This is an optimization exercise on Yosys and OpenROAD, whose aim is small area and a short achievable clock period, not a production implementation.
Where RTL was checked, it was by simulation tests only, not by an equivalence proof against the original.
Function not checked in runs 2 to 4: the RTL went through the layout flow alone.
In every run shown here, the design's own scripts or RTL, not TritonCTS, make the clock network.
No driver is modelled on the clock port, so clock power and skew are understated where the tree is cut down; a real chip needs a root buffer or a tree.
Power and IR drop assume default switching activity.

## flow/ctree.tcl

```tcl

proc ctree_split { pts depth } {
  # pts: list of {iterm x y}
  if { $depth == 0 || [llength $pts] < 2 } { return [list $pts] }
  set xs [lmap p $pts { lindex $p 1 }]
  set ys [lmap p $pts { lindex $p 2 }]
  set xs [lsort -integer $xs]; set ys [lsort -integer $ys]
  set w [expr { [lindex $xs end] - [lindex $xs 0] }]
  set h [expr { [lindex $ys end] - [lindex $ys 0] }]
  set k [expr { $w >= $h ? 1 : 2 }]
  set s [lsort -integer -index $k $pts]
  set n [expr { [llength $s] / 2 }]
  return [concat [ctree_split [lrange $s 0 [expr { $n - 1 }]] [expr { $depth - 1 }]] \
                 [ctree_split [lrange $s $n end] [expr { $depth - 1 }]]]
}

proc ctree_centroid { pts } {
  set sx 0; set sy 0
  foreach p $pts { set sx [expr { $sx + [lindex $p 1] }]; set sy [expr { $sy + [lindex $p 2] }] }
  set n [llength $pts]
  return [list [expr { int($sx / $n) }] [expr { int($sy / $n) }]]
}

proc ctree_buf { block master name in_net x y } {
  set inst [odb::dbInst_create $block $master $name]
  set net [odb::dbNet_create $block "${name}_net"]
  $net setSigType CLOCK
  foreach it [$inst getITerms] {
    if { [$it isInputSignal] } { $it connect $in_net }
    if { [$it isOutputSignal] } { $it connect $net }
  }
  set bb [$master getWidth]
  set bh [$master getHeight]
  $inst setLocation [expr { $x - $bb / 2 }] [expr { $y - $bh / 2 }]
  $inst setPlacementStatus PLACED
  return $net
}

proc ctree_build { clk_port top_depth leaf_depth top_cell leaf_cell } {
  set block [ord::get_db_block]
  set db [ord::get_db]
  set bterm [$block findBTerm $clk_port]
  set clk_net [$bterm getNet]
  $clk_net setSigType CLOCK
  set pts {}
  foreach it [$clk_net getITerms] {
    set xy [$it getAvgXY]
    if { ![lindex $xy 0] } {
      set bb [[$it getInst] getBBox]
      set xy [list 1 [expr { ([$bb xMin] + [$bb xMax]) / 2 }] [expr { ([$bb yMin] + [$bb yMax]) / 2 }]]
    }
    lappend pts [list $it [lindex $xy 1] [lindex $xy 2]]
  }
  puts "ctree: [llength $pts] clock pins on $clk_port"
  set topm [$db findMaster $top_cell]
  set leafm [$db findMaster $leaf_cell]
  set parts [ctree_split $pts $top_depth]
  set ti 0
  set li 0
  foreach part $parts {
    set groups [ctree_split $part $leaf_depth]
    set cents {}
    foreach g $groups { lappend cents [concat x [ctree_centroid $g]] }
    set tc [ctree_centroid $cents]
    set tnet [ctree_buf $block $topm "ctree_top_$ti" $clk_net [lindex $tc 0] [lindex $tc 1]]
    incr ti
    foreach g $groups c $cents {
      set lnet [ctree_buf $block $leafm "ctree_leaf_$li" $tnet [lindex $c 1] [lindex $c 2]]
      incr li
      foreach p $g {
        set it [lindex $p 0]
        $it disconnect
        $it connect $lnet
      }
      puts "ctree: leaf $li drives [llength $g] pins"
    }
  }
  puts "ctree: $ti top buffers, $li leaf buffers"
}
```

## standard.sh

```bash
#!/bin/bash
# synth_recipe.tcl (not shown) runs the flow's synth.tcl, then flattens the netlist and writes it again
# the make line also repeats each setting of config.mk as NAME=value (left out here)
make -C /OpenROAD-flow-scripts/flow DESIGN_CONFIG=/design/flow/config.mk WORK_HOME=/design/flow/orfs CLKGATE_MAP_FILE= SYNTH_SCRIPT=/design/flow/synth_recipe.tcl "${@:-finish}"
```

## config.mk

```make
export PLATFORM = sky130hd
export DESIGN_NAME = sump_ctrl_top
export DESIGN_NICKNAME = sump_ctrl_top
export VERILOG_FILES = /design/flow/design.v
export SDC_FILE = /design/flow/constraint.sdc
export NUM_CORES = 4
export LEC_CHECK = 0
export CAP_MARGIN = 20
export CORE_MARGIN = 2
export CORE_UTILIZATION = 40
export SETUP_SLACK_MARGIN = 0.1
export SLEW_MARGIN = 20
```

## flow/run.sh

```bash
#!/bin/bash
# ORFS layout with port buffers of our choice and a two-level clock tree
# (flow/ctree.tcl) in place of TritonCTS; every other step is the standard one.
set -euo pipefail
W=$PWD
K=( "BUFFER_PORTS_ARGS=-buffer_cell sky130_fd_sc_hd__buf_1"
    SETUP_SLACK_MARGIN=1.64
    "DONT_USE_CELLS=sky130_fd_sc_hd__probe_p_8 sky130_fd_sc_hd__probec_p_8 sky130_fd_sc_hd__lpflow_bleeder_1 sky130_fd_sc_hd__lpflow_clkbufkapwr_1 sky130_fd_sc_hd__lpflow_clkbufkapwr_16 sky130_fd_sc_hd__lpflow_clkbufkapwr_2 sky130_fd_sc_hd__lpflow_clkbufkapwr_4 sky130_fd_sc_hd__lpflow_clkbufkapwr_8 sky130_fd_sc_hd__lpflow_clkinvkapwr_1 sky130_fd_sc_hd__lpflow_clkinvkapwr_16 sky130_fd_sc_hd__lpflow_clkinvkapwr_2 sky130_fd_sc_hd__lpflow_clkinvkapwr_4 sky130_fd_sc_hd__lpflow_clkinvkapwr_8 sky130_fd_sc_hd__lpflow_decapkapwr_12 sky130_fd_sc_hd__lpflow_decapkapwr_3 sky130_fd_sc_hd__lpflow_decapkapwr_4 sky130_fd_sc_hd__lpflow_decapkapwr_6 sky130_fd_sc_hd__lpflow_decapkapwr_8 sky130_fd_sc_hd__lpflow_inputiso0n_1 sky130_fd_sc_hd__lpflow_inputiso0p_1 sky130_fd_sc_hd__lpflow_inputiso1n_1 sky130_fd_sc_hd__lpflow_inputiso1p_1 sky130_fd_sc_hd__lpflow_inputisolatch_1 sky130_fd_sc_hd__lpflow_isobufsrc_1 sky130_fd_sc_hd__lpflow_isobufsrc_16 sky130_fd_sc_hd__lpflow_isobufsrc_2 sky130_fd_sc_hd__lpflow_isobufsrc_4 sky130_fd_sc_hd__lpflow_isobufsrc_8 sky130_fd_sc_hd__lpflow_isobufsrckapwr_16 sky130_fd_sc_hd__lpflow_lsbuf_lh_hl_isowell_tap_1 sky130_fd_sc_hd__lpflow_lsbuf_lh_hl_isowell_tap_2 sky130_fd_sc_hd__lpflow_lsbuf_lh_hl_isowell_tap_4 sky130_fd_sc_hd__lpflow_lsbuf_lh_isowell_4 sky130_fd_sc_hd__lpflow_lsbuf_lh_isowell_tap_1 sky130_fd_sc_hd__lpflow_lsbuf_lh_isowell_tap_2 sky130_fd_sc_hd__lpflow_lsbuf_lh_isowell_tap_4 sky130_fd_sc_hd__or4_1 sky130_fd_sc_hd__or4_2 sky130_fd_sc_hd__or4_4 sky130_fd_sc_hd__or4b_1 sky130_fd_sc_hd__or4b_2 sky130_fd_sc_hd__or4b_4 sky130_fd_sc_hd__or4bb_1 sky130_fd_sc_hd__or4bb_2 sky130_fd_sc_hd__or4bb_4 sky130_fd_sc_hd__nor4_1 sky130_fd_sc_hd__nor4_2 sky130_fd_sc_hd__nor4_4 sky130_fd_sc_hd__nor4b_1 sky130_fd_sc_hd__nor4b_2 sky130_fd_sc_hd__nor4b_4 sky130_fd_sc_hd__nor4bb_1 sky130_fd_sc_hd__nor4bb_2 sky130_fd_sc_hd__nor4bb_4"
    CTREE_TCL=$W/flow/ctree.tcl ECO_TCL=$W/flow/eco.tcl CTREE_TOP_DEPTH=2 CTREE_LEAF_DEPTH=3
    CTREE_TOP_CELL=sky130_fd_sc_hd__inv_16 CTREE_LEAF_CELL=sky130_fd_sc_hd__inv_8 )
bash standard.sh "${K[@]}" place > make_place.log 2>&1
bash standard.sh "${K[@]}" run RUN_SCRIPT=$W/flow/mycts.tcl RUN_LOG_NAME_STEM=4_1_cts > make_cts.log 2>&1
bash standard.sh "${K[@]}" finish > make_finish.log 2>&1
```

## flow/eco.tcl

```tcl
# Pulls each output port's buffer next to its pin, and the register that
# drives the buffer (with the cell driving that register's D) right behind it.
proc eco_pull_outputs { inset } {
  set block [ord::get_db_block]
  set die [$block getCoreArea]
  set x0 [$die xMin]; set y0 [$die yMin]; set x1 [$die xMax]; set y1 [$die yMax]
  set moved 0
  foreach bt [$block getBTerms] {
    if { [$bt getIoType] ne "OUTPUT" } { continue }
    set net [$bt getNet]
    if { $net eq "NULL" } { continue }
    set its [$net getITerms]
    if { [llength $its] != 1 } { continue }
    set buf [[lindex $its 0] getInst]
    set a [$buf findITerm A]
    if { $a eq "NULL" } { continue }
    set in [$a getNet]
    if { $in eq "NULL" } { continue }
    set flop ""
    foreach j [$in getITerms] { if { [$j isOutputSignal] } { set flop [$j getInst] } }
    if { $flop eq "" } { continue }
    set bb [$bt getBBox]
    set px [expr { ([$bb xMin] + [$bb xMax]) / 2 }]
    set py [expr { ([$bb yMin] + [$bb yMax]) / 2 }]
    # inward direction from the nearest core edge
    set dl [expr { $px - $x0 }]; set dr [expr { $x1 - $px }]
    set db [expr { $py - $y0 }]; set dt [expr { $y1 - $py }]
    set m [lindex [lsort -integer [list $dl $dr $db $dt]] 0]
    if { $m == $dl } { set dx 1; set dy 0 } elseif { $m == $dr } { set dx -1; set dy 0 } \
      elseif { $m == $db } { set dx 0; set dy 1 } else { set dx 0; set dy -1 }
    set cx [expr { min(max($px, $x0 + $inset), $x1 - $inset) }]
    set cy [expr { min(max($py, $y0 + $inset), $y1 - $inset) }]
    set off 0
    set chain [list $buf $flop]
    set dpin [$flop findITerm D]
    if { $dpin ne "NULL" && [$dpin getNet] ne "NULL" } {
      foreach j [[$dpin getNet] getITerms] {
        if { [$j isOutputSignal] } { lappend chain [$j getInst] }
      }
    }
    foreach inst $chain {
      set w [[$inst getMaster] getWidth]
      set h [[$inst getMaster] getHeight]
      set d [expr { $dx != 0 ? $w : $h }]
      set x [expr { $cx + $dx * ($off + $d / 2) - $w / 2 }]
      set y [expr { $cy + $dy * ($off + $d / 2) - $h / 2 }]
      $inst setLocation [expr { int($x) }] [expr { int($y) }]
      set off [expr { $off + $d }]
      incr moved
    }
  }
  puts "eco: moved $moved cells"
}
```

## constraint.sdc

```tcl
create_clock -name core_clock -period 3.0 [get_ports {clk_i}]
set_input_delay 0.6000 -clock core_clock [delete_from_list [all_inputs] [get_ports {clk_i}]]
set_output_delay 0.6000 -clock core_clock [all_outputs]
set_load 0.01 [all_outputs]
```

## design.v

```verilog
`default_nettype none
package sump_cmd_pkg;
  typedef enum logic [7:0] {
    OPC_SOFT_RESET  = 8'h00,
    OPC_RUN         = 8'h01,
    OPC_ID          = 8'h02,
    OPC_XON         = 8'h11,
    OPC_XOFF        = 8'h13,
    OPC_SET_DIV     = 8'h80,
    OPC_SET_CNT     = 8'h81,   
    OPC_SET_FLAGS   = 8'h82,
    OPC_SET_TRG_MSK = 8'hC0,   
    OPC_SET_TRG_VAL = 8'hC1,
    OPC_SET_TRG_CFG = 8'hC2
  } opcode_e;
  typedef enum logic [3:0] {
    ACT_NONE,
    ACT_SOFT_RESET,
    ACT_RUN,
    ACT_ID,
    ACT_XON,
    ACT_XOFF,
    ACT_SET_MASK,
    ACT_SET_VAL,
    ACT_SET_CFG,
    ACT_SET_DIV,
    ACT_SET_CNT,
    ACT_SET_FLAGS
  } action_e;
  typedef logic [1:0]  stage_t;
  typedef logic [31:0] param_t;   
endpackage
`default_nettype wire
`default_nettype none
package sump_cfg_pkg;
  typedef struct packed {
    logic [31:0] mask;
    logic [31:0] value;
    logic [31:0] cfg;    
  } trig_stage_t;
  typedef struct packed {
    trig_stage_t [4-1:0] trig;
    logic [23:0]                    divider;
    logic [15:0]                    read_cnt;
    logic [15:0]                    delay_cnt;
    logic [31:0]                    flags;
  } sump_cfg_t;
endpackage
`default_nettype wire
`default_nettype none
module sump_ctrl_top (
  input  logic                    clk_i,
  input  logic                    rst_n_i,
  input  logic                    rx_valid_i,
  input  logic [7:0]              rx_data_i,
  output logic [471:0]            cfg_o,     
  output logic                    armed_o,
  input  logic                    tx_credit_i,
  output logic                    tx_valid_o,
  output logic [7:0]              tx_data_o
);
  logic        busy_q;
  logic [3:0]  pos_q;
  logic [3:0]  code_q;
  logic [31:0] param_q;
  logic [3:0]  code_d;
  always_comb begin
    code_d = 4'b1111;
    if (rx_data_i[6:4] == 3'b100 && rx_data_i[1:0] != 2'b11)
      code_d = rx_data_i[3:0];
    else if (rx_data_i[6:2] == 5'b00000 && rx_data_i[1:0] != 2'b11)
      code_d = {rx_data_i[1:0], 2'b11};
  end
  logic take_opc, take_par, last_par;
  assign take_opc = rx_valid_i && !busy_q;
  assign take_par = rx_valid_i && busy_q;
  assign last_par = rx_valid_i && pos_q[3];
  always_ff @(posedge clk_i or negedge rst_n_i) begin
    if (!rst_n_i) begin
      busy_q <= 1'b0;
      pos_q  <= 4'd0;
    end else if (rx_valid_i) begin
      if (!busy_q) begin
        busy_q <= rx_data_i[7];
        pos_q  <= {3'd0, rx_data_i[7]};
      end else begin
        busy_q <= !pos_q[3];
        pos_q  <= {pos_q[2:0], 1'b0};
      end
    end
  end
  always_ff @(posedge clk_i) begin
    if (take_opc) code_q  <= code_d;
    if (take_par) param_q <= {rx_data_i, param_q[31:8]};   
  end
  logic c_soft, c_run, c_id, c_xon, c_xoff;
  logic [14:0] we;
  logic [14:0] hold;
  logic [14:0] we_d;
  logic        soft_d;
  assign soft_d = take_opc && (rx_data_i == 8'h00);
  always_comb begin
    for (int w = 0; w < 15; w++) begin
      if (w < 12) we_d[w] = last_par && (code_q == 4'((w / 3) * 4 + (w % 3)));
      else        we_d[w] = last_par && (code_q == 4'((w - 12) * 4 + 3));
    end
  end
  always_ff @(posedge clk_i or negedge rst_n_i) begin
    if (!rst_n_i) begin
      c_soft <= 1'b0;
      c_run  <= 1'b0;
      c_id   <= 1'b0;
      c_xon  <= 1'b0;
      c_xoff <= 1'b0;
      we     <= '0;
      hold   <= '0;
    end else begin
      c_soft <= soft_d;
      c_run  <= take_opc && (rx_data_i == 8'h01);
      c_id   <= take_opc && (rx_data_i == 8'h02);
      c_xon  <= take_opc && (rx_data_i == 8'h11);
      c_xoff <= take_opc && (rx_data_i == 8'h13);
      we     <= we_d;
      hold   <= ~(we_d | {15{soft_d}});
    end
  end
  logic [3:0][31:0] mask_q, value_q, tcfg_q;
  logic [23:0]      divider_q;
  logic [31:0]      cnts_q;    
  logic [31:0]      flags_q;
  logic             armed_q;
  always_ff @(posedge clk_i or negedge rst_n_i) begin
    if (!rst_n_i) begin
      mask_q    <= '0;
      value_q   <= '0;
      tcfg_q    <= '0;
      divider_q <= '0;
      cnts_q    <= '0;
      flags_q   <= '0;
      armed_q   <= 1'b0;
    end else begin
      for (int s = 0; s < 4; s++) begin
        mask_q[s]  <= (param_q & {32{we[s*3+0]}}) | (mask_q[s]  & {32{hold[s*3+0]}});
        value_q[s] <= (param_q & {32{we[s*3+1]}}) | (value_q[s] & {32{hold[s*3+1]}});
        tcfg_q[s]  <= (param_q & {32{we[s*3+2]}}) | (tcfg_q[s]  & {32{hold[s*3+2]}});
      end
      divider_q <= (param_q[23:0] & {24{we[12]}}) | (divider_q & {24{hold[12]}});
      cnts_q    <= (param_q & {32{we[13]}}) | (cnts_q  & {32{hold[13]}});
      flags_q   <= (param_q & {32{we[14]}}) | (flags_q & {32{hold[14]}});
      armed_q   <= c_run || (armed_q && !c_soft);
    end
  end
  always_comb begin
    for (int s = 0; s < 4; s++) begin
      cfg_o[(s*96+88)+:96] = {mask_q[s], value_q[s], tcfg_q[s]};
    end
    cfg_o[87:0] = {divider_q, cnts_q[15:0], cnts_q[31:16], flags_q};
  end
  assign armed_o = armed_q;
  logic       pend_q, xoff_q, valid_q;
  logic [3:0] used_q;
  logic [6:0] txd_q;
  logic       send, id_acc;
  logic       pend_d, xoff_d;
  logic [3:0] used_send, used_idle, used_d;
  logic       full_nocredit;
  assign send   = pend_q && !xoff_q && !used_q[3];
  assign id_acc = c_id && !pend_q;
  always_comb begin
    pend_d = pend_q;
    if (send && txd_q[1]) pend_d = 1'b0;
    if (id_acc)           pend_d = 1'b1;
    if (c_soft)           pend_d = 1'b0;
    xoff_d = xoff_q;
    if (c_xon || c_soft) xoff_d = 1'b0;
    if (c_xoff)          xoff_d = 1'b1;
    used_send = send ? {used_q[2:0], 1'b1} : used_q;
    used_idle = send ? used_q : {1'b0, used_q[3:1]};
    used_d    = tx_credit_i ? used_idle : used_send;
    full_nocredit = send ? used_q[2] : used_q[3];
  end
  always_ff @(posedge clk_i or negedge rst_n_i) begin
    if (!rst_n_i) begin
      pend_q  <= 1'b0;
      xoff_q  <= 1'b0;
      valid_q <= 1'b0;
      used_q  <= 4'd0;
    end else begin
      pend_q  <= pend_d;
      xoff_q  <= xoff_d;
      used_q  <= used_d;
      valid_q <= pend_d && !xoff_d && (tx_credit_i || !full_nocredit);
    end
  end
  always_ff @(posedge clk_i) begin
    if (id_acc) begin
      txd_q <= 7'(8'h31);
    end else if (send) begin
      if (txd_q[5])      txd_q <= 7'(8'h41);
      else if (txd_q[2]) txd_q <= 7'(8'h53);
      else               txd_q <= 7'(8'h4C);
    end
  end
  assign tx_valid_o = valid_q;
  assign tx_data_o  = {1'b0, txd_q};
endmodule
`default_nettype wire
```

## flow/mycts.tcl

```tcl
# Clock tree step in place of ORFS's TritonCTS step: builds the two-level tree of
# ctree.tcl on the placed design (after pulling the output registers to
# their pins, eco.tcl), legalizes, repairs timing as ORFS's cts step
# does, and writes the results the rest of the ORFS flow reads.
source $::env(SCRIPTS_DIR)/load.tcl
erase_non_stage_variables cts
load_design 3_place.odb 3_place.sdc
set_dont_use $::env(DONT_USE_CELLS)

source $::env(CTREE_TCL)
source $::env(ECO_TCL)

# Output ports: buffer at the pin, its register and that register's input
# cell right behind it; then legalize before the clock tree is built
set_placement_padding -global \
  -left $::env(CELL_PAD_IN_SITES_DETAIL_PLACEMENT) \
  -right $::env(CELL_PAD_IN_SITES_DETAIL_PLACEMENT)
eco_pull_outputs 3000
detailed_placement

ctree_build clk_i $::env(CTREE_TOP_DEPTH) $::env(CTREE_LEAF_DEPTH) \
  $::env(CTREE_TOP_CELL) $::env(CTREE_LEAF_CELL)
set_propagated_clock [all_clocks]
detailed_placement
estimate_parasitics -placement
report_clock_latency

repair_timing_helper
detailed_placement
check_placement -verbose
estimate_parasitics -placement
report_clock_latency
report_checks -path_delay max -group_path_count 5 -digits 3
report_worst_slack -max
report_worst_slack -min

orfs_write_db $::env(RESULTS_DIR)/4_1_cts.odb
orfs_write_sdc $::env(RESULTS_DIR)/4_cts.sdc
```

==> results.json, run 1 <==
{
  "cap_violations": 0,
  "dr.pass1.iters": 17,
  "synth_cells": 1280,
  "syn-cell-area_um2": 19480,
  "port_buffers": 492,
  "ys_ff_latch": 562,
  "fill_cells": 3772,
  "ctsHoldBuffers": 0,
  "synthDistinctLibCells": 41,
  "die_w_um": 224.7,
  "fp-row-count": 80,
  "path_delay_family": "flip-flops",
  "routed_wl_mm": 75.23,
  "grt_pass1_vias": 16007,
  "die_h_um": 224.7,
  "grt_antenna_before_repair": 10,
  "crit_fanout": 2,
  "drc_errors": 0,
  "worstPathArrival_ns": 0.82,
  "synth_top_flop_cell": "dfrtp_1",
  "drive_above_1_share": 0.1793,
  "worstSetupStartpointType": "flop",
  "yosysMostFrequentCell": "dfrtp_1",
  "synth_fp_nets": 1292,
  "placed_cells": 2304,
  "synth_warnings": 1,
  "initial_core_util": 0.4064,
  "coreArea_um2": 47950,
  "r2r_end": "value_q[68]",
  "cp_num_buf_inv": 1,
  "powerDensity_nw_per_um2": 649.1,
  "rsz0062_at_grt": "yes",
  "clk_latency_ns": 0.18,
  "grt_pass1_wl_mm": 107.3,
  "drtIter0Drc": 2887,
  "yosys.area.top_type": "dfrtp_1",
  "fin_skew_ns": 0.02053,
  "routedWlPerCell_um": 30.98,
  "syn_area_per_cell_um2": 15.22,
  "total_power_mw": 15.47,
  "synth_top_area_share": 0.6678,
  "crit_chain": "buf_6",
  "grt-ovfl-total": 0,
  "syn_to_final_growth_pct": 22.34,
  "clock.fmax_ghz": 0.7065,
  "setup_viol": 0,
  "r2r_cells": 1,
  "required_ns": 2.40,
  "die_area_um2": 50490,
  "dp_hpwl_mm": 41.03,
  "ys_top_cells_by_count": "dfrtp_1 (520), a22o_1 (473), clkbuf_1 (122)",
  "nets": 1827,
  "ir_worst_vdd_v": 0.0005059,
  "r2r_slack_ns": 1.63,
  "period_minus_slack_ns": 1.416,
  "final_cells": 2428,
  "path_clk_slew_ns": 0.09,
  "cp-endpoint": "cfg_o[389]",
  "slew_headroom": 0.3516,
  "grt_util_all_layers": 0.2921,
  "seq_area_frac_synth": 0.7295,
  "hp-class": "input pin to asynchronous set/reset pin",
  "period_share": 0.4718,
  "crit_start": "tcfg_q[109]",
  "async_reset_ff_frac": 0.9253,
  "ioPinCount": 494,
  "cp_num_cells": 1,
  "via_per_inst": 6.614,
  "worstSetupPathType": "flop to output pin",
  "finalHoldViolCount": 0,
  "worstMarginPinSlew_ns": 0.9726,
  "p_leak_nw": 11.39,
  "synth.top_cells.by_area": "dfrtp_1 (67%), a22o_1 (21%), edfxtp_1 (5.5%)",
  "cp-end-kind": "output pin",
  "status": "no timing/DRC/antenna violations",
  "slowest_stage": "dfrtp_2",
  "antenna_left": 0,
  "grt_max_degree": 83,
  "vias": 16060,
  "n_antenna_cell": 0,
  "worstReg2RegStart": "param_q[4]",
  "gp_congestion": 0.8171,
  "tns_ns": 0,
  "finalMaxSlewViolations": 0,
  "cpPeakStageDelay_ns": 0.49,
  "synth-edff-count": 36
}
-- worst min path at each step --
stage                        endpoint  cells after the start
final                     value_q[39]                      1
after global routing      value_q[35]                      1
after detailed placement       xoff_q                      2
after global placement         xoff_q                      2
after floorplan               armed_q                      0
-- per-layer routing --
layer	vias to the layer above	global-route usage	routed length [um]
met1	7485	0.3332	24780
met4	20	0.1972	6645
met5	-	0.05083	163
met3	751	0.1509	10470
met2	1891	0.4224	33170
li1	5913	-	-
-- stage by stage --
stage                     hold WS (ns)  worst slack [ns]    util  instance area [um^2]
final                           0.2928             1.584  0.4972                 23840
after global routing            0.3020             1.472  0.4972                 23840
after detailed placement        0.4544             1.015  0.4592                 22010
after global placement          0.4403             1.073  0.4592                 22010
after floorplan                 0.3044             1.537       -                 19520
-- repair_timing --
item / CTS / global route
resized for setup: 24 / 168
endpoints found under the setup margin: 510 / 540
cloned: 3 / 3
setup buffers: 34 / 48
pin swaps: 3 / 5
-- cell usage in the layout, fill, tap and decap left out, types with 6 or more instances in the layout --
cell type,n
buf_4,90
o21ai_0,6
buf_6,15
buf_1,383
inv_8,32
dfrtp_2,10
a21oi_2,15
edfxtp_1,36
inv_1,7
buf_2,8
nor2_1,27
clkbuf_2,92
a21oi_1,7
a22o_1,472
dfrtp_1,506
buf_12,27
nand2_1,9
-- registers in the layout (all words and copies together) (netlist names), 4 cells and up --
signal and count:
divider_q 24, pos_q 4, txd_q 6, value_q 128
we 15, tcfg_q 128, mask_q 128, used_q 4
param_q 32, flags_q 32, cnts_q 32, hold 15
code_q 4
-- where the power goes --
group          switching, mW  internal [mW]
Clock                   2.63          0.486
Combinational           1.90           1.23
Sequential             0.749           8.48
Total                   5.28           10.2
-- logic make-up after synthesis --
group	Yosys count	synth area share
muxes	1	0.0005137
AOI/OAI and AO/OA	509	0.2235
and+or+nand+nor	71	0.01914
buffers and inverters	135	0.02671
other	1	0.0001925
xor gates and xnor gates	1	0.0004496
DFF	562	0.7295
-- area by class of cell --
| type | count | area (um^2) | area share |
|---|---|---|---|
| tap | 615 | 769.5 | 0.03228 |
| timing repair buffer | 622 | 3468 | 0.1455 |
| inverter | 43 | 466.7 | 0.01958 |
| multi-input combinational | 586 | 4890 | 0.2051 |
| sequential | 562 | 14240 | 0.5975 |
==> run 2: changes to the inputs <==
--- a/design.v
+++ b/design.v
@@ -59,8 +59,7 @@
   output logic                    tx_valid_o,
   output logic [7:0]              tx_data_o
 );
-  logic        busy_q;
-  logic [3:0]  pos_q;
+  logic [2:0]  cnt_q;
   logic [3:0]  code_q;
   logic [31:0] param_q;
   logic [3:0]  code_d;
@@ -71,40 +70,27 @@
     else if (rx_data_i[6:2] == 5'b00000 && rx_data_i[1:0] != 2'b11)
       code_d = {rx_data_i[1:0], 2'b11};
   end
-  logic take_opc, take_par, last_par;
-  assign take_opc = rx_valid_i && !busy_q;
-  assign take_par = rx_valid_i && busy_q;
-  assign last_par = rx_valid_i && pos_q[3];
+  logic take_opc, last_par;
+  assign take_opc = rx_valid_i && (cnt_q == 3'd0);
+  assign last_par = rx_valid_i && (cnt_q == 3'd4);
   always_ff @(posedge clk_i or negedge rst_n_i) begin
     if (!rst_n_i) begin
-      busy_q <= 1'b0;
-      pos_q  <= 4'd0;
+      cnt_q <= 3'd0;
     end else if (rx_valid_i) begin
-      if (!busy_q) begin
-        busy_q <= rx_data_i[7];
-        pos_q  <= {3'd0, rx_data_i[7]};
-      end else begin
-        busy_q <= !pos_q[3];
-        pos_q  <= {pos_q[2:0], 1'b0};
-      end
+      if (cnt_q == 3'd0)      cnt_q <= rx_data_i[7] ? 3'd1 : 3'd0;
+      else if (cnt_q == 3'd4) cnt_q <= 3'd0;
+      else                    cnt_q <= cnt_q + 3'd1;
     end
   end
   always_ff @(posedge clk_i) begin
-    if (take_opc) code_q  <= code_d;
-    if (take_par) param_q <= {rx_data_i, param_q[31:8]};   
+    if (rx_valid_i) begin
+      if (cnt_q == 3'd0) code_q  <= code_d;
+      else               param_q <= {rx_data_i, param_q[31:8]};   
+    end
   end
   logic c_soft, c_run, c_id, c_xon, c_xoff;
   logic [14:0] we;
   logic [14:0] hold;
-  logic [14:0] we_d;
-  logic        soft_d;
-  assign soft_d = take_opc && (rx_data_i == 8'h00);
-  always_comb begin
-    for (int w = 0; w < 15; w++) begin
-      if (w < 12) we_d[w] = last_par && (code_q == 4'((w / 3) * 4 + (w % 3)));
-      else        we_d[w] = last_par && (code_q == 4'((w - 12) * 4 + 3));
-    end
-  end
   always_ff @(posedge clk_i or negedge rst_n_i) begin
     if (!rst_n_i) begin
       c_soft <= 1'b0;
@@ -113,16 +99,20 @@
       c_xon  <= 1'b0;
       c_xoff <= 1'b0;
       we     <= '0;
-      hold   <= '0;
     end else begin
-      c_soft <= soft_d;
+      c_soft <= take_opc && (rx_data_i == 8'h00);
       c_run  <= take_opc && (rx_data_i == 8'h01);
       c_id   <= take_opc && (rx_data_i == 8'h02);
       c_xon  <= take_opc && (rx_data_i == 8'h11);
       c_xoff <= take_opc && (rx_data_i == 8'h13);
-      we     <= we_d;
-      hold   <= ~(we_d | {15{soft_d}});
+      for (int w = 0; w < 15; w++) begin
+        if (w < 12) we[w] <= last_par && (code_q == 4'((w / 3) * 4 + (w % 3)));
+        else        we[w] <= last_par && (code_q == 4'((w - 12) * 4 + 3));
+      end
     end
+  end
+  always_comb begin
+    for (int w = 0; w < 15; w++) hold[w] = !(we[w] || c_soft);
   end
   logic [3:0][31:0] mask_q, value_q, tcfg_q;
   logic [23:0]      divider_q;
@@ -158,38 +148,36 @@
   end
   assign armed_o = armed_q;
   logic       pend_q, xoff_q, valid_q;
-  logic [3:0] used_q;
+  logic [2:0] used_q;
   logic [6:0] txd_q;
   logic       send, id_acc;
   logic       pend_d, xoff_d;
-  logic [3:0] used_send, used_idle, used_d;
-  logic       full_nocredit;
-  assign send   = pend_q && !xoff_q && !used_q[3];
+  logic [2:0] used_d;
+  assign send   = pend_q && !xoff_q && (used_q != 3'd4);
   assign id_acc = c_id && !pend_q;
   always_comb begin
     pend_d = pend_q;
     if (send && txd_q[1]) pend_d = 1'b0;
     if (id_acc)           pend_d = 1'b1;
-    if (c_soft)           pend_d = 1'b0;
+    if (c_soft)             pend_d = 1'b0;
     xoff_d = xoff_q;
     if (c_xon || c_soft) xoff_d = 1'b0;
-    if (c_xoff)          xoff_d = 1'b1;
-    used_send = send ? {used_q[2:0], 1'b1} : used_q;
-    used_idle = send ? used_q : {1'b0, used_q[3:1]};
-    used_d    = tx_credit_i ? used_idle : used_send;
-    full_nocredit = send ? used_q[2] : used_q[3];
+    if (c_xoff)        xoff_d = 1'b1;
+    used_d = used_q;
+    if (tx_credit_i && !send && (used_q != 3'd0)) used_d = used_q - 3'd1;
+    else if (send && !tx_credit_i)                 used_d = used_q + 3'd1;
   end
   always_ff @(posedge clk_i or negedge rst_n_i) begin
     if (!rst_n_i) begin
       pend_q  <= 1'b0;
       xoff_q  <= 1'b0;
       valid_q <= 1'b0;
-      used_q  <= 4'd0;
+      used_q  <= 3'd0;
     end else begin
       pend_q  <= pend_d;
       xoff_q  <= xoff_d;
       used_q  <= used_d;
-      valid_q <= pend_d && !xoff_d && (tx_credit_i || !full_nocredit);
+      valid_q <= pend_d && !xoff_d && (used_d != 3'd4);
     end
   end
   always_ff @(posedge clk_i) begin
==> flow/run.sh (replaced) <==
#!/bin/bash
# ORFS layout with port buffers of our choice and a two-level clock tree
# (flow/ctree.tcl) in place of TritonCTS; every other step is the standard one.
set -euo pipefail
W=$PWD
K=( "BUFFER_PORTS_ARGS=-buffer_cell sky130_fd_sc_hd__buf_1"
    SETUP_SLACK_MARGIN=1.35
    CTREE_TCL=$W/flow/ctree.tcl CTREE_TOP_DEPTH=2 CTREE_LEAF_DEPTH=3
    CTREE_TOP_CELL=sky130_fd_sc_hd__clkbuf_16 CTREE_LEAF_CELL=sky130_fd_sc_hd__clkbuf_16 )
bash standard.sh "${K[@]}" place > make_place.log 2>&1
bash standard.sh "${K[@]}" run RUN_SCRIPT=$W/flow/mycts.tcl RUN_LOG_NAME_STEM=4_1_cts > make_cts.log 2>&1
bash standard.sh "${K[@]}" finish > make_finish.log 2>&1
--- a/flow/ctree.tcl
+++ b/flow/ctree.tcl
@@ -1,3 +1,7 @@
+# Two-level clock tree: the clock port drives NTOP top buffers directly, each
+# top buffer drives the leaf buffers of its part of the die, and each leaf
+# buffer drives one compact group of flip-flop clock pins. Groups come from
+# recursive bisection of the clock pins by position, so they are equal in size.
 
 proc ctree_split { pts depth } {
   # pts: list of {iterm x y}
@@ -25,10 +29,8 @@
   set inst [odb::dbInst_create $block $master $name]
   set net [odb::dbNet_create $block "${name}_net"]
   $net setSigType CLOCK
-  foreach it [$inst getITerms] {
-    if { [$it isInputSignal] } { $it connect $in_net }
-    if { [$it isOutputSignal] } { $it connect $net }
-  }
+  [$inst findITerm A] connect $in_net
+  [$inst findITerm X] connect $net
   set bb [$master getWidth]
   set bh [$master getHeight]
   $inst setLocation [expr { $x - $bb / 2 }] [expr { $y - $bh / 2 }]
==> flow/mycts.tcl (replaced) <==
# Clock tree step in place of ORFS's TritonCTS step: builds the two-level tree of
# ctree.tcl on the placed design, legalizes, repairs timing as ORFS's cts step
# does, and writes the results the rest of the ORFS flow reads.
source $::env(SCRIPTS_DIR)/load.tcl
erase_non_stage_variables cts
load_design 3_place.odb 3_place.sdc
set_dont_use $::env(DONT_USE_CELLS)

source $::env(CTREE_TCL)
ctree_build clk_i $::env(CTREE_TOP_DEPTH) $::env(CTREE_LEAF_DEPTH) \
  $::env(CTREE_TOP_CELL) $::env(CTREE_LEAF_CELL)
set_propagated_clock [all_clocks]

set_placement_padding -global \
  -left $::env(CELL_PAD_IN_SITES_DETAIL_PLACEMENT) \
  -right $::env(CELL_PAD_IN_SITES_DETAIL_PLACEMENT)
detailed_placement
estimate_parasitics -placement
report_clock_latency

repair_timing_helper
detailed_placement
check_placement -verbose
estimate_parasitics -placement
report_clock_latency
report_checks -path_delay max -group_path_count 5 -digits 3
report_worst_slack -max
report_worst_slack -min

orfs_write_db $::env(RESULTS_DIR)/4_1_cts.odb
orfs_write_sdc $::env(RESULTS_DIR)/4_cts.sdc
removed: flow/eco.tcl
==> results.json, run 2 <==
{
  "ys_top_cells_by_count": "dfrtp_1 (502), a22o_1 (472), clkbuf_1 (114)",
  "period_share": 0.5687,
  "grt_util_all_layers": 0.2398,
  "drc_errors": 0,
  "cpPeakStageDelay_ns": 0.40,
  "grt_max_degree": 123,
  "fp-row-count": 80,
  "status": "no timing/DRC/antenna violations",
  "synth_top_flop_cell": "dfrtp_1",
  "setup_viol": 0,
  "grt_antenna_before_repair": 0,
  "grt-ovfl-total": 0,
  "placed_cells": 2296,
  "synthDistinctLibCells": 42,
  "ioPinCount": 494,
  "antenna_left": 0,
  "period_minus_slack_ns": 1.706,
  "tns_ns": 0,
  "crit_fanout": 4,
  "worstReg2RegStart": "used_q[0]",
  "routedWlPerCell_um": 26.48,
  "worstMarginPinSlew_ns": 1.036,
  "synth_top_area_share": 0.6549,
  "layout_commonest_cell": "dfrtp_1",
  "initial_core_util": 0.4034,
  "clk_latency_ns": 0.37,
  "synth_warnings": 1,
  "finalHoldViolCount": 0,
  "worstSetupStartpointType": "flop",
  "cap_violations": 0,
  "fill_cells": 4241,
  "slew_headroom": 0.3092,
  "use_met3": 0.04017,
  "top_regs": "mask_q: 128 flops, tcfg_q: 128 flops, value_q: 128 flops",
  "crit_top_cell": "mux2_4",
  "synth_fp_nets": 1301,
  "port_buffers": 492,
  "ys_ff_latch": 544,
  "yosys.area.top_type": "dfrtp_1",
  "path_clk_slew_ns": 0.07,
  "gp_congestion": 0.8065,
  "required_ns": 3.28,
  "yosysMostFrequentCell": "dfrtp_1",
  "worstSetupPathType": "flop to flop",
  "finalMaxSlewViolations": 0,
  "r2r_end": "valid_q",
  "final_cells": 2343,
  "grt_util_met1": 0.3370,
  "via_per_inst": 5.776,
  "syn_area_per_cell_um2": 14.94,
  "synth_cells": 1284,
  "die_h_um": 223.0,
  "cp-end-kind": "flop",
  "use_met2": 0.3903,
  "crit_start": "used_q[0]",
  "synth-edff-count": 36,
  "drive_above_1_share": 0.07234,
  "seq_area_frac_synth": 0.7175,
  "clock.fmax_ghz": 0.5861,
  "p_leak_nw": 10.65,
  "crit_chain": "inv_2, ha_4, mux2i_4, mux2_4, mux2_4, a31oi_1",
  "drtIter0Drc": 1291,
  "rsz0062_at_grt": "yes",
  "ir_worst_vdd_v": 0.0004260,
  "grt.busiest_layer": "met2",
  "hp-class": "input pin to asynchronous set/reset pin",
  "slowest_stage": "dfrtp_1",
  "dr.pass1.iters": 5,
  "grt_pass1_wl_mm": 91.39,
  "worstPathArrival_ns": 1.98,
  "coreArea_um2": 47550,
  "routed_wl_mm": 62.04,
  "grt_pass1_vias": 13495,
  "powerDensity_nw_per_um2": 849.5,
  "n_antenna_cell": 0,
  "nets": 1747,
  "synth.top_cells.by_area": "dfrtp_1 (65%), a22o_1 (22%), edfxtp_1 (5.6%)",
  "fin_skew_ns": 0.01531,
  "vias": 13534,
  "async_reset_ff_frac": 0.9228,
  "mostFrequentLayoutCells": "dfrtp_1 (500), buf_1 (491), a22o_1 (472), buf_4 (47)",
  "dp_hpwl_mm": 41.19,
  "r2r_cells": 6,
  "r2r_slack_ns": 1.29,
  "syn_to_final_growth_pct": 18.59,
  "syn-cell-area_um2": 19180,
  "die_area_um2": 49720,
  "die_w_um": 223.0
}
[run 2: cell count changes after synthesis, moves of 6 or more]
cell      change
clkbuf_1      -8
inv_1         +6
nor2_1       +12
buf_2        +22
a21oi_1      -20
dfrtp_1      -18
[run 2: worst max path at each step]
stage | endpoint | depth (start not counted)
6_report | valid_q | 6
5_1_grt | valid_q | 7
3_5_place_dp | param_q[5] | 3
3_3_place_gp | param_q[0] | 3
2_1_floorplan | param_q[0] | 2
[run 2: layer usage]
| metal | part of all wire | up-vias |
|---|---|---|
| met4 | 0.029 | 0 |
| met3 | 0.072 | 100 |
| li1 | - | 5698 |
| met1 | 0.42 | 7155 |
| met5 | 0 | - |
| met2 | 0.48 | 581 |
[run 2: logic make-up (layout without fill, tap and decap cells)]
group / Yosys count / count (layout) / synth area share
other: 1 / 1 / 0.0001955
buffers and inverters: 154 / 598 / 0.03216
AOI/OAI and AO/OA: 490 / 490 / 0.2224
muxes: 6 / 6 / 0.003327
DFF: 544 / 544 / 0.7175
adders and majority gates: 5 / 5 / 0.003261
xor gates and xnor gates: 1 / 1 / 0.0004567
and+or+nand+nor: 83 / 83 / 0.02074
[run 2: repair_timing]
| action | 4_1_cts | 5_1_grt |
|---|---|---|
| gates resized for setup | 10 | 10 |
| gates cloned | 0 | 0 |
| buffers inserted | 6 | 5 |
| endpoints found under the setup margin | 273 | 157 |
| hold buffers | 0 | 0 |
| pin swaps | 1 | 1 |
[run 2: power by group]
group / internal [mW] / switching [mW] / leakage (nW)
combinational: 1.77 / 2.33 / 2.94
clock: 2.14 / 2.29 / 0.444
sequential: 9.07 / 1.74 / 7.27
total: 13.0 / 6.35 / 10.7
[run 2: final cells by class]
cell class,count,area (um^2),share of cell area
Sequential cell,544,13770,0.6052
Multi-Input combinational cell,586,4901,0.2154
Timing Repair Buffer,549,2360,0.1037
Buffer,36,900.9,0.03960
Tap cell,615,769.5,0.03383
Inverter,13,48.80,0.002145
[run 2: per-stage QoR]
stage                     total power [mW]  area [um^2]  hold WS (ns)  setup slack, ns  utilization
after floorplan                      12.50        19220        0.3044            1.266            -
after global placement               14.83        21690        0.4127            1.173       0.4562
after detailed placement             14.92        21690        0.4167            1.104       0.4562
after global routing                 20.21        22750        0.1805            1.188       0.4784
final                                19.32        22750        0.1770            1.294       0.4784
[run 2: critical path, delay by kind of cell (launching register included)]
family	cells	cell delay, ns
buffers and inverters	1	0.09
flip-flops	1	0.40
AO/OA/AOI/OAI	1	0.14
multiplexers	3	0.83
adder cells (fa/ha/maj)	1	0.16
==> run 3: changes to the inputs <==
--- a/flow/run.sh
+++ b/flow/run.sh
@@ -6,7 +6,7 @@
 K=( "BUFFER_PORTS_ARGS=-buffer_cell sky130_fd_sc_hd__buf_1"
     SETUP_SLACK_MARGIN=1.35
     CTREE_TCL=$W/flow/ctree.tcl CTREE_TOP_DEPTH=2 CTREE_LEAF_DEPTH=3
-    CTREE_TOP_CELL=sky130_fd_sc_hd__clkbuf_16 CTREE_LEAF_CELL=sky130_fd_sc_hd__clkbuf_16 )
+    CTREE_TOP_CELL=sky130_fd_sc_hd__clkbuf_16 CTREE_LEAF_CELL=sky130_fd_sc_hd__clkbuf_8 )
 bash standard.sh "${K[@]}" place > make_place.log 2>&1
 bash standard.sh "${K[@]}" run RUN_SCRIPT=$W/flow/mycts.tcl RUN_LOG_NAME_STEM=4_1_cts > make_cts.log 2>&1
 bash standard.sh "${K[@]}" finish > make_finish.log 2>&1
==> results.json, run 3 <==
{
  "tns_ns": 0,
  "syn_to_final_growth_pct": 16.74,
  "die_w_um": 223.0,
  "fin_util": 0.4710,
  "required_ns": 3.27,
  "grt-ovfl-total": 0,
  "worstMarginPinSlew_ns": 1.054,
  "n_antenna_cell": 0,
  "dp_hpwl_mm": 41.19,
  "seq_area_frac_synth": 0.7175,
  "yosys.area.top_type": "dfrtp_1",
  "dr.pass1.iters": 7,
  "mostFrequentLayoutCells": "dfrtp_1 (500), buf_1 (491), a22o_1 (472), buf_4 (46), edfxtp_1 (36)",
  "cap_violations": 0,
  "powerDensity_nw_per_um2": 815.5,
  "period_share": 0.5721,
  "ys_ff_latch": 544,
  "worstPathArrival_ns": 1.99,
  "rsz0062_at_grt": "yes",
  "finalMaxSlewViolations": 0,
  "syn-cell-area_um2": 19180,
  "drc_errors": 0,
  "synth_top_flop_cell": "dfrtp_1",
  "synth_cells": 1284,
  "routed_wl_mm": 61.70,
  "fin_skew_ns": 0.01373,
  "grt_max_degree": 123,
  "synth_warnings": 1,
  "async_reset_ff_frac": 0.9228,
  "clk_latency_ns": 0.36,
  "worstSetupStartpointType": "flop",
  "via_per_inst": 5.802,
  "worstSetupPathType": "flop to flop",
  "layout_commonest_cell": "dfrtp_1",
  "r2r_slack_ns": 1.28,
  "die_area_um2": 49720,
  "p_leak_nw": 10.49,
  "initial_core_util": 0.4034,
  "coreArea_um2": 47550,
  "nets": 1747,
  "finalHoldViolCount": 0,
  "ioPinCount": 494,
  "setup_viol": 0,
  "gp_congestion": 0.8065,
  "grt_pass1_wl_mm": 91.02,
  "vias": 13593,
  "drtIter0Drc": 1366,
  "synth-edff-count": 36,
  "die_h_um": 223.0,
  "ys_top_cells_by_count": "dfrtp_1 (502), a22o_1 (472), clkbuf_1 (114)",
  "yosysMostFrequentCell": "dfrtp_1",
  "fp-row-count": 80,
  "cp-end-kind": "flop",
  "grt_util_all_layers": 0.2390,
  "antenna_left": 0,
  "synth_top_area_share": 0.6549,
  "hp-class": "input pin to asynchronous set/reset pin",
  "path_clk_slew_ns": 0.11,
  "top_regs": "mask_q: 128 flops, tcfg_q: 128 flops, value_q: 128 flops",
  "grt_pass1_vias": 13401,
  "drive_above_1_share": 0.07292,
  "crit_fanout": 4,
  "routedWlPerCell_um": 26.33,
  "syn_area_per_cell_um2": 14.94,
  "synth.top_cells.by_area": "dfrtp_1 (65%), a22o_1 (22%), edfxtp_1 (5.6%)",
  "port_buffers": 492,
  "synthDistinctLibCells": 42,
  "status": "no timing/DRC/antenna violations",
  "period_minus_slack_ns": 1.716,
  "ctsHoldBuffers": 0,
  "clock.fmax_ghz": 0.5827,
  "synth_fp_nets": 1301,
  "ir_worst_vdd_v": 0.0004030,
  "grt_antenna_before_repair": 0,
  "slew_headroom": 0.2975
}
[run 3: cell types whose count changed in the layout (fill, tap and decap cells not counted)]
| cell | change |
|---|---|
| buf_6 | +1 |
| nor2_1 | -1 |
| nor2_2 | +1 |
| buf_4 | -1 |
| clkbuf_16 | -32 |
| clkbuf_8 | +32 |
[run 3: layout make-up]
cell class	instances	area [um^2]
Buffer	36	540.5
Fill cell	4288	25150
Inverter	13	48.80
Multi-Input combinational cell	586	4903
Sequential cell	544	13770
Tap cell	615	769.5
Timing Repair Buffer	549	2364
[run 3: metrics by stage]
step | hold slack [ns] | setup slack [ns] | instances | cell area (um^2) | power, mW
floorplan | 0.3044 | 1.266 | 1284 | 19220 | 12.50
global placement | 0.4127 | 1.173 | 2296 | 21690 | 14.83
detailed placement | 0.4167 | 1.104 | 2296 | 21690 | 14.92
global route | 0.1712 | 1.175 | 2343 | 22390 | 19.14
finish | 0.1769 | 1.284 | 2343 | 22390 | 18.26
[run 3: power breakdown]
group	internal [mW]	switching (mW)
Sequential	9.06	1.74
Clock	1.22	2.15
Combinational	1.77	2.34
Total	12.0	6.22
[run 3: what timing repair did]
item                       in CTS  in global routing
resized for setup              10                 12
setup endpoints to repair     273                217
setup buffers                   6                  5
pin swaps                       1                  1
[run 3: cells by family after synthesis]
| family | share of synthesized area |
|---|---|
| xor gates and xnor gates | 0.0004567 |
| AOI/OAI and AO/OA | 0.2224 |
| other | 0.0001955 |
| adders and majority gates | 0.003261 |
| and+or+nand+nor | 0.02074 |
| muxes | 0.003327 |
| DFF | 0.7175 |
| buffers and inverters | 0.03216 |
[run 3: layer usage]
metal  GRT usage  wire (um)  part of all wire  vias up
li1            -          -                 -     5695
met1      0.3361      25550              0.41     7156
met2      0.3877      29520              0.48      647
met3     0.04109       4804             0.078       95
met4     0.06084       1818             0.029        0
met5           0          0                 0        -
[run 3: worst paths after layout]
path                         endpoint  depth (start not counted)       from
hold reg to reg               armed_q                          1      c_run
max in group asynchronous  tcfg_q[56]                          2    rst_n_i
setup / recovery              valid_q                          6  used_q[0]
hold / removal             tcfg_q[94]                          1    rst_n_i
setup reg to reg              valid_q                          6  used_q[0]
min in group core_clock       armed_q                          1      c_run
[run 3: worst max-delay path, stage by stage, from the launching register on]
cell and delay [ns]:
dfrtp_1 0.42, inv_2 0.09, ha_4 0.16, mux2i_4 0.24, mux2_4 0.32, mux2_4 0.27
a31oi_1 0.14
==> run 4: changes to the inputs <==
--- a/design.v
+++ b/design.v
@@ -148,36 +148,38 @@
   end
   assign armed_o = armed_q;
   logic       pend_q, xoff_q, valid_q;
-  logic [2:0] used_q;
+  logic [3:0] used_q;
   logic [6:0] txd_q;
   logic       send, id_acc;
   logic       pend_d, xoff_d;
-  logic [2:0] used_d;
-  assign send   = pend_q && !xoff_q && (used_q != 3'd4);
+  logic [3:0] used_send, used_idle, used_d;
+  logic       full_nocredit;
+  assign send   = pend_q && !xoff_q && !used_q[3];
   assign id_acc = c_id && !pend_q;
   always_comb begin
     pend_d = pend_q;
     if (send && txd_q[1]) pend_d = 1'b0;
     if (id_acc)           pend_d = 1'b1;
-    if (c_soft)             pend_d = 1'b0;
+    if (c_soft)           pend_d = 1'b0;
     xoff_d = xoff_q;
     if (c_xon || c_soft) xoff_d = 1'b0;
-    if (c_xoff)        xoff_d = 1'b1;
-    used_d = used_q;
-    if (tx_credit_i && !send && (used_q != 3'd0)) used_d = used_q - 3'd1;
-    else if (send && !tx_credit_i)                 used_d = used_q + 3'd1;
+    if (c_xoff)          xoff_d = 1'b1;
+    used_send = send ? {used_q[2:0], 1'b1} : used_q;
+    used_idle = send ? used_q : {1'b0, used_q[3:1]};
+    used_d    = tx_credit_i ? used_idle : used_send;
+    full_nocredit = send ? used_q[2] : used_q[3];
   end
   always_ff @(posedge clk_i or negedge rst_n_i) begin
     if (!rst_n_i) begin
       pend_q  <= 1'b0;
       xoff_q  <= 1'b0;
       valid_q <= 1'b0;
-      used_q  <= 3'd0;
+      used_q  <= 4'd0;
     end else begin
       pend_q  <= pend_d;
       xoff_q  <= xoff_d;
       used_q  <= used_d;
-      valid_q <= pend_d && !xoff_d && (used_d != 3'd4);
+      valid_q <= pend_d && !xoff_d && (tx_credit_i || !full_nocredit);
     end
   end
   always_ff @(posedge clk_i) begin
--- a/flow/run.sh
+++ b/flow/run.sh
@@ -6,7 +6,7 @@
 K=( "BUFFER_PORTS_ARGS=-buffer_cell sky130_fd_sc_hd__buf_1"
     SETUP_SLACK_MARGIN=1.35
     CTREE_TCL=$W/flow/ctree.tcl CTREE_TOP_DEPTH=2 CTREE_LEAF_DEPTH=3
-    CTREE_TOP_CELL=sky130_fd_sc_hd__clkbuf_16 CTREE_LEAF_CELL=sky130_fd_sc_hd__clkbuf_8 )
+    CTREE_TOP_CELL=sky130_fd_sc_hd__clkbuf_16 CTREE_LEAF_CELL=sky130_fd_sc_hd__clkbuf_16 )
 bash standard.sh "${K[@]}" place > make_place.log 2>&1
 bash standard.sh "${K[@]}" run RUN_SCRIPT=$W/flow/mycts.tcl RUN_LOG_NAME_STEM=4_1_cts > make_cts.log 2>&1
 bash standard.sh "${K[@]}" finish > make_finish.log 2>&1
==> results.json, run 4 <==
{
  "status": "no timing/DRC/antenna violations",
  "placed_cells": 2289,
  "worstSetupPathType": "flop to flop",
  "dp_hpwl_mm": 41.02,
  "synth_warnings": 1,
  "via_per_inst": 5.851,
  "synth_fp_nets": 1292,
  "rsz0062_at_grt": "yes",
  "syn_to_final_growth_pct": 18.02,
  "ctsHoldBuffers": 0,
  "port_buffers": 492,
  "cp-end-kind": "flop",
  "use_met2": 0.3899,
  "path_clk_slew_ns": 0.07,
  "routed_wl_mm": 61.59,
  "synth_top_area_share": 0.6567,
  "routedWlPerCell_um": 26.48,
  "grt_pass1_wl_mm": 90.62,
  "grt_max_degree": 80,
  "die_h_um": 222.9,
  "period_share": 0.5675,
  "slowest_stage": "nor2_4",
  "period_minus_slack_ns": 1.702,
  "grt-ovfl-total": 0,
  "antenna_left": 0,
  "worstSetupStartpointType": "flop",
  "n_antenna_cell": 0,
  "slew_headroom": 0.2929,
  "ys_ff_latch": 545,
  "drive_above_1_share": 0.06429,
  "die_area_um2": 49680,
  "die_w_um": 222.9,
  "finalMaxSlewViolations": 0,
  "synth.top_cells.by_area": "dfrtp_1 (66%), a22o_1 (22%), edfxtp_1 (5.6%)",
  "synthDistinctLibCells": 40,
  "syn-cell-area_um2": 19170,
  "required_ns": 3.28,
  "finalHoldViolCount": 0,
  "dr.pass1.iters": 5,
  "ir_worst_vdd_v": 0.0005197,
  "coreArea_um2": 47550,
  "cpPeakStageDelay_ns": 0.75,
  "clk_latency_ns": 0.36,
  "yosys.area.top_type": "dfrtp_1",
  "hp-class": "input pin to asynchronous set/reset pin",
  "fin_util": 0.4758,
  "drtIter0Drc": 1230,
  "crit_fanout": 32,
  "setup_viol": 0,
  "cap_violations": 0,
  "synth_top_flop_cell": "dfrtp_1",
  "crit_chain": "nor2_4, a22o_1",
  "use_met3": 0.02963,
  "grt.busiest_layer": "met2",
  "top_regs": "mask_q: 128 flops, tcfg_q: 128 flops, value_q: 128 flops",
  "grt_pass1_vias": 13263,
  "mostFrequentLayoutCells": "dfrtp_1 (498), buf_1 (491), a22o_1 (472), buf_4 (38)",
  "syn_area_per_cell_um2": 15.00,
  "cp_num_buf_inv": 0,
  "worstPathArrival_ns": 1.99,
  "grt_antenna_before_repair": 0,
  "tns_ns": 0,
  "synth-edff-count": 36,
  "nets": 1727,
  "seq_area_frac_synth": 0.7194,
  "drc_errors": 0,
  "vias": 13610,
  "fin_skew_ns": 0.01396,
  "path_delay_family": "simple AND/OR/NAND/NOR gates",
  "powerDensity_nw_per_um2": 953.2,
  "post-cts-setup-buffer-count": 0,
  "place_ws_ns": 1.034,
  "synth_cells": 1278,
  "fp-row-count": 80,
  "yosysMostFrequentCell": "dfrtp_1",
  "worst_slack_ns": 1.298,
  "ys_top_cells_by_count": "dfrtp_1 (503), a22o_1 (472), clkbuf_1 (92)",
  "worstMarginPinSlew_ns": 1.061,
  "layout_commonest_cell": "dfrtp_1",
  "p_leak_nw": 10.58,
  "clock.fmax_ghz": 0.5874,
  "ioPinCount": 494,
  "final_cells": 2326,
  "grt_util_met1": 0.3362,
  "gp_congestion": 0.8067,
  "grt_util_all_layers": 0.2388,
  "async_reset_ff_frac": 0.9229,
  "initial_core_util": 0.4031
}
==> run 4: cell count changes after synthesis, sizes merged, moves of 3 or more <==
cell,before,now
buf,26,50
o211ai,3,0
nor3b,0,5
nand3,6,2
a21oi,3,7
clkbuf,115,92
nor4,3,0
ha,5,2
inv,13,9
==> run 4: final cells by class <==
cell class,count,area (um^2)
fill,4234,24930
sequential,545,13800
multi-input combinational,583,4841
timing repair buffer,538,2278
buffer,36,900.9
tap,615,769.5
inverter,9,33.78
==> run 4: what timing repair did <==
action,4_1_cts,5_1_grt
endpoints found under the setup margin,214,128
gates resized for setup,4,6
pin swaps,2,0
gates cloned,0,1
hold endpoints to repair,0,0
==> run 4: metrics by stage <==
stage	cell area, um^2	hold slack, ns	total power [mW]
after floorplan	19190	0.3044	14.16
after global placement	21680	0.4161	17.12
after detailed placement	21680	0.4117	17.26
after global routing	22620	0.2885	22.62
final	22620	0.2618	21.56
==> run 4: metal layers <==
metal,up-vias,share of wire
met2,639,0.49
met4,0,0.035
li1,5671,-
met3,111,0.065
met5,-,0
met1,7189,0.41
==> run 4: path summary, 6_finish.rpt <==
kind	from	end	slack (ns)	depth (start not counted)
setup / recovery	c_soft	value_q[120]	1.30	2
max in group asynchronous	rst_n_i	mask_q[101]	1.80	3
hold reg to reg	c_run	armed_q	0.43	1
min in group core_clock	c_run	armed_q	0.43	1
hold / removal	rst_n_i	cnts_q[28]	0.26	1
setup reg to reg	c_soft	value_q[120]	1.30	2
==> run 4: logic make-up (layout without fill, tap and decap cells) <==
logic type	Yosys count	after routing	synth area share
flip-flops	545	545	0.7194
XOR/XNOR	1	1	0.0004571
AND/OR/NAND/NOR	83	84	0.02154
multiplexers	2	2	0.001110
AO/OA/AOI/OAI	493	493	0.2229
buffers and inverters	151	583	0.03303
adder cells (fa/ha/maj)	2	2	0.001305
other	1	1	0.0001957
==> run 4: report_power, final <==
group / internal [mW] / switching, mW
sequential: 9.70 / 2.02
clock: 2.14 / 2.29
combinational: 2.32 / 3.09
==> run 4: worst reg2reg max path, stage by stage (launching register included) <==
cell	delay, ns
dfrtp_4	0.61
nor2_4	0.76
a22o_1	0.27

re-timing with driven ports:
The results above use ideal ports. As a check the final layouts listed here were re-extracted and re-timed, cells and wires unchanged.
Step 1 sets driving cells, clkbuf_16 on the clock port and buf_2 on the other inputs (assumed; they add their load-dependent delay and slew).
Step 2, shift: input delay + t, output delay - t, t = (earliest + latest rising clock arrival at the registers) / 2. This alone moves slack from input paths to output paths.
Three values: ideal ports, drivers, drivers and shift; two values: the first two.
| run | t, ns | slack for setup (ns) | clock arrival spread, ns |
|---|---|---|---|
| run 1 | 0.400 | 1.584 / 1.356 / 1.385 | 0.021 / 0.023 |
| run 2 | 0.483 | 1.294 / 1.276 / 1.077 | 0.019 / 0.018 |
| run 3 | 0.472 | 1.284 / 1.279 / 1.083 | 0.022 / 0.022 |
| run 4 | 0.480 | 1.298 / 1.297 / 1.075 | 0.019 / 0.019 |
After both steps every run listed still meets setup and hold. The setup slack of run 4, which loses most, moves by -0.001 ns with the drivers and by -0.223 ns with both steps.
